Context: an optimization exercise on an open-source flow, tuned for small area. The choices shown serve that exercise and are no tape-out recipe.
Only simulation tests tie the RTL to the original design; equivalence was not proved.
Power is estimated from default activity; no workload was simulated.

==> v1 <==
==> flow/design.v <==
package l2_pkg;
    typedef enum logic {INIT, IDLE} l2_state_t;
    localparam int unsigned default_s_offset = 5;
    localparam int unsigned default_s_index  = 3;
    localparam int unsigned default_num_ways = 2;
    function automatic int unsigned way_bits(int unsigned n);
        way_bits = (n > 1) ? $clog2(n) : 1;
    endfunction
endpackage
module l2_data_way
#(
    parameter int unsigned s_offset = l2_pkg::default_s_offset,
    parameter int unsigned s_index  = l2_pkg::default_s_index,
    localparam int unsigned s_mask  = 1 << s_offset,
    localparam int unsigned s_line  = 8 * s_mask,
    localparam int unsigned num_sets = 1 << s_index
) (
    input  logic               clk,
    input  logic               clear,
    input  logic [s_index-1:0] clear_index,
    input  logic               write,
    input  logic [s_index-1:0] index,
    input  logic [s_mask-1:0]  write_en,
    input  logic [s_line-1:0]  datain,
    output logic [s_line-1:0]  dataout
);
    (* ramstyle = "logic" *) logic [s_line-1:0] data [num_sets];
    always_ff @(posedge clk) begin
        if (clear) begin
            data[clear_index] <= '0;
        end else if (write) begin
            for (int unsigned b = 0; b < s_mask; b++) begin
                if (write_en[b]) begin
                    data[index][8*b +: 8] <= datain[8*b +: 8];
                end
            end
        end
    end
    assign dataout = data[index];
endmodule
module l2_data_array_nway
#(
    parameter int unsigned s_offset = l2_pkg::default_s_offset,
    parameter int unsigned s_index  = l2_pkg::default_s_index,
    parameter int unsigned num_ways = l2_pkg::default_num_ways,
    localparam int unsigned s_way   = l2_pkg::way_bits(num_ways),
    localparam int unsigned s_mask  = 1 << s_offset,
    localparam int unsigned s_line  = 8 * s_mask
) (
    input  logic               clk,
    input  logic               rst,
    input  logic               read,
    input  logic               write,
    input  logic [s_way-1:0]   way,
    input  logic [s_index-1:0] index,
    input  logic [s_mask-1:0]  write_en,
    input  logic [s_line-1:0]  datain,
    output logic [s_line-1:0]  dataout,
    output logic               resp,
    output logic               ready
);
    localparam int unsigned num_sets = 1 << s_index;
    l2_pkg::l2_state_t          state;
    logic [s_index-1:0] counter;
    logic               init_done;
    logic               rvalid;
    logic [s_line-1:0]  rdata;
    logic [s_line-1:0]   way_data [num_ways];
    logic [num_ways-1:0] way_write;
    logic                clear;
    logic                way_valid;
    logic                accept_read;
    logic                accept_write;
    logic [s_line-1:0]   stored;
    logic [s_line-1:0]   forwarded;
    assign clear = (state == l2_pkg::INIT) && !rst;
    always_comb begin
        way_valid = 1'b0;
        stored    = '0;
        way_write = '0;
        for (int unsigned w = 0; w < num_ways; w++) begin
            if (32'(way) == w) begin
                way_valid = 1'b1;
                stored    = way_data[w];
            end
        end
        accept_read  = (state == l2_pkg::IDLE) && read;
        accept_write = (state == l2_pkg::IDLE) && write && way_valid;
        for (int unsigned w = 0; w < num_ways; w++) begin
            way_write[w] = accept_write && (32'(way) == w);
        end
        forwarded = stored;
        if (accept_write) begin
            for (int unsigned b = 0; b < s_mask; b++) begin
                if (write_en[b]) begin
                    forwarded[8*b +: 8] = datain[8*b +: 8];
                end
            end
        end
    end
    for (genvar g = 0; g < num_ways; g++) begin : gen_way
        l2_data_way #(
            .s_offset (s_offset),
            .s_index  (s_index)
        ) u_way (
            .clk         (clk),
            .clear       (clear),
            .clear_index (counter),
            .write       (way_write[g]),
            .index       (index),
            .write_en    (write_en),
            .datain      (datain),
            .dataout     (way_data[g])
        );
    end
    always_ff @(posedge clk) begin
        if (rst) begin
            state     <= l2_pkg::INIT;
            counter   <= '0;
            init_done <= 1'b0;
            rvalid    <= 1'b0;
            rdata     <= '0;
        end else begin
            unique case (state)
                l2_pkg::INIT: begin
                    rvalid  <= 1'b0;
                    counter <= counter + 1'b1;
                    if (counter == s_index'(num_sets - 1)) begin
                        state     <= l2_pkg::IDLE;
                        init_done <= 1'b1;
                        counter   <= '0;
                    end
                end
                l2_pkg::IDLE: begin
                    rvalid <= accept_read;
                    if (accept_read) begin
                        rdata <= forwarded;
                    end
                end
                default: begin
                    state <= l2_pkg::INIT;
                end
            endcase
        end
    end
    assign dataout = rdata;
    assign resp    = rvalid;
    assign ready   = init_done;
endmodule
==> flow/run.sh <==
#!/bin/bash
# synth_recipe.tcl (not shown) runs the flow's synth.tcl, then flattens the netlist and writes it again
# the make line also repeats each setting of config.mk as NAME=value (left out here)
make -C /OpenROAD-flow-scripts/flow DESIGN_CONFIG=/design/flow/config.mk WORK_HOME=/design/flow/orfs CLKGATE_MAP_FILE= SYNTH_SCRIPT=/design/flow/synth_recipe.tcl finish
==> flow/config.mk <==
export PLATFORM = sky130hd
export DESIGN_NAME = l2_data_array_nway
export DESIGN_NICKNAME = l2_data_array_nway
export VERILOG_FILES = /design/flow/design.v
export SDC_FILE = /design/flow/constraint.sdc
export NUM_CORES = 8
export LEC_CHECK = 0
export CAP_MARGIN = 20
export CORE_MARGIN = 2
export CORE_UTILIZATION = 40
export PLACE_DENSITY = 0.6
export SLEW_MARGIN = 20
==> flow/constraint.sdc <==
create_clock -name core_clock -period 5.0 [get_ports {clk}]
set_input_delay 1.0000 -clock core_clock [delete_from_list [all_inputs] [get_ports {clk}]]
set_output_delay 1.0000 -clock core_clock [all_outputs]
set_load 0.01 [all_outputs]
==> v14: changes against v1 <==
==> flow/design.v (replaced) <==
package l2_pkg;
    typedef enum logic {INIT, IDLE} l2_state_t;
    localparam int unsigned default_s_offset = 5;
    localparam int unsigned default_s_index  = 3;
    localparam int unsigned default_num_ways = 2;
    function automatic int unsigned way_bits(int unsigned n);
        way_bits = (n > 1) ? $clog2(n) : 1;
    endfunction
endpackage
module l2_data_way (
    input  logic qn0,
    input  logic sn0,
    input  logic qn1,
    input  logic sn1,
    output logic y
);
    assign y = ~((qn0 | sn0) & (qn1 | sn1));
endmodule
module l2_or8 (
    input  logic [7:0] a,
    output logic       y
);
    assign y = ~(~(a[0] | a[1] | a[2] | a[3]) & ~(a[4] | a[5] | a[6] | a[7]));
endmodule
module l2_nor2 (
    input  logic a,
    input  logic b,
    output logic y
);
    assign y = ~(a | b);
endmodule
module l2_nand2 (
    input  logic a,
    input  logic b,
    output logic y
);
    assign y = ~(a & b);
endmodule
module l2_data_array_nway
#(
    parameter int unsigned s_offset = l2_pkg::default_s_offset,
    parameter int unsigned s_index  = l2_pkg::default_s_index,
    parameter int unsigned num_ways = l2_pkg::default_num_ways,
    localparam int unsigned s_way   = l2_pkg::way_bits(num_ways),
    localparam int unsigned s_mask  = 1 << s_offset,
    localparam int unsigned s_line  = 8 * s_mask
) (
    input  logic               clk,
    input  logic               rst,
    input  logic               read,
    input  logic               write,
    input  logic [s_way-1:0]   way,
    input  logic [s_index-1:0] index,
    input  logic [s_mask-1:0]  write_en,
    input  logic [s_line-1:0]  datain,
    output logic [s_line-1:0]  dataout,
    output logic               resp,
    output logic               ready
);
    localparam int unsigned num_sets  = 1 << s_index;
    localparam int unsigned num_lines = ((num_ways * num_sets + 7) / 8) * 8;
    localparam int unsigned num_pairs = num_lines / 2;
    logic                       init_done;
    logic                       rvalid;
    logic [s_way+s_index-1:0]   raddr;
    logic [s_line-1:0]          data_n [num_lines];
    logic [s_line-1:0]          datain_n;
    logic [num_lines-1:0]       line_n;      
    logic [s_mask-1:0]          byte_n;      
    logic [s_mask-1:0]          byte_we [num_lines];
    logic [num_lines-1:0]       rsel_n;
    logic                       accept;
    logic                       rst_n;
    assign accept = init_done && !rst;
    assign rst_n  = !rst;
    always_comb begin
        for (int unsigned l = 0; l < num_lines; l++) begin
            line_n[l] = !(rst || (accept && write && l < num_ways * num_sets &&
                                  32'({way, index}) == l));
            rsel_n[l] = !(l < num_ways * num_sets && 32'(raddr) == l);
        end
        for (int unsigned b = 0; b < s_mask; b++) begin
            byte_n[b] = !(rst || write_en[b]);
        end
    end
    for (genvar i = 0; i < s_line; i++) begin : gen_din
        l2_nand2 u_din (.a(datain[i]), .b(rst_n), .y(datain_n[i]));
    end
    for (genvar l = 0; l < num_lines; l++) begin : gen_line
        for (genvar b = 0; b < s_mask; b++) begin : gen_byte
            l2_nor2 u_we (.a(line_n[l]), .b(byte_n[b]), .y(byte_we[l][b]));
            always_ff @(posedge clk) begin
                if (byte_we[l][b]) begin
                    data_n[l][8*b +: 8] <= datain_n[8*b +: 8];
                end
            end
        end
    end
    for (genvar i = 0; i < s_line; i++) begin : gen_rd
        logic [num_pairs-1:0] pair;
        for (genvar p = 0; p < num_pairs; p++) begin : gen_pair
            l2_data_way u_pair (
                .qn0 (data_n[2*p][i]),
                .sn0 (rsel_n[2*p]),
                .qn1 (data_n[2*p+1][i]),
                .sn1 (rsel_n[2*p+1]),
                .y   (pair[p])
            );
        end
        if (num_pairs == 8) begin : gen_or8
            l2_or8 u_or (.a(pair), .y(dataout[i]));
        end else begin : gen_orn
            assign dataout[i] = |pair;
        end
    end
    always_ff @(posedge clk) begin
        init_done <= !rst;
        rvalid    <= accept && read;
        raddr     <= {way, index};
    end
    assign resp  = rvalid;
    assign ready = init_done;
endmodule
--- a/flow/config.mk
+++ b/flow/config.mk
@@ -12 +12,2 @@
 export SLEW_MARGIN = 20
+export SYNTH_HIERARCHICAL = 1
==> comparison table <==
                                                          v1         v14
Hpwl dp                                             338.7 mm    271.6 mm
Flip-flop and latch count after synthesis               4358        4102
Routability-driven placement congestion ratio         0.8647      0.8388
Met1 GRT Util                                         0.3040      0.3100
Clock buffer count from CTS                              437         404
Seq_cells                                               4358        4102
Vias per cell                                          5.804       5.973
Post-CTS resize count                                      0          59
Sequential group power                              40400 µW    40900 µW
Met1 WL                                             195.0 mm    170.6 mm
Die X                                               656.3 µm    602.9 µm
Non-filler instance count after layout                 15650       14270
Die Ht                                              656.3 µm    602.9 µm
Register-to-Register Setup Slack                     1430 ps     1700 ps
Type of the worst setup path                       in -> reg  reg -> out
Syn Std Cell Area                                 170200 µm²  143500 µm²
Final clock-cell share                               0.07281     0.07400
Tap cell instance count                                 5663        4751
Worst-path fanout max                                      8          54
Average detailed-routed wire length per instance    32.34 µm    29.92 µm
CTS sink count                                          4358        4102
Result of the run           no timing/DRC/antenna violations  no timing/DRC/antenna violations
RSZ-0062 raised after global routing                   false        true
Postcts setup bufs                                         0           9
Start of the worst register-to-register path           state   init_done

[re-timing with driven ports]
How much do the figures lean on ideal ports? The routed layouts below were timed once more, with nothing changed but the port constraints.
Step 1 (the two cells are an assumption about what drives the block):
set clk [get_ports {clk}]
set_driving_cell -lib_cell sky130_fd_sc_hd__clkbuf_16 $clk
set_driving_cell -lib_cell sky130_fd_sc_hd__buf_2 [delete_from_list [all_inputs] $clk]
Step 2 times the ports against the registers' clock, not the clock port: input delays grow and output delays shrink by t, the midpoint of the rising clock arrivals with the driver on.
Slacks: ideal / step 1 / step 2; pairs: ideal / step 1.
run | t (ns) | setup slack, ns | worst setup path at the end | worst slew at a driven data input, ns
v1 | 1.087 | 0.925 / 1.011 / -0.077 | input to register | 0.29
v14 | 1.028 | 0.058 / -0.035 / 0.374 | input to register | 0.23
With both steps, setup timing fails in v1, where it was met with ideal ports. For v1, which loses most, drivers alone change the setup slack by +0.086 ns; drivers and shift together by -1.002 ns.
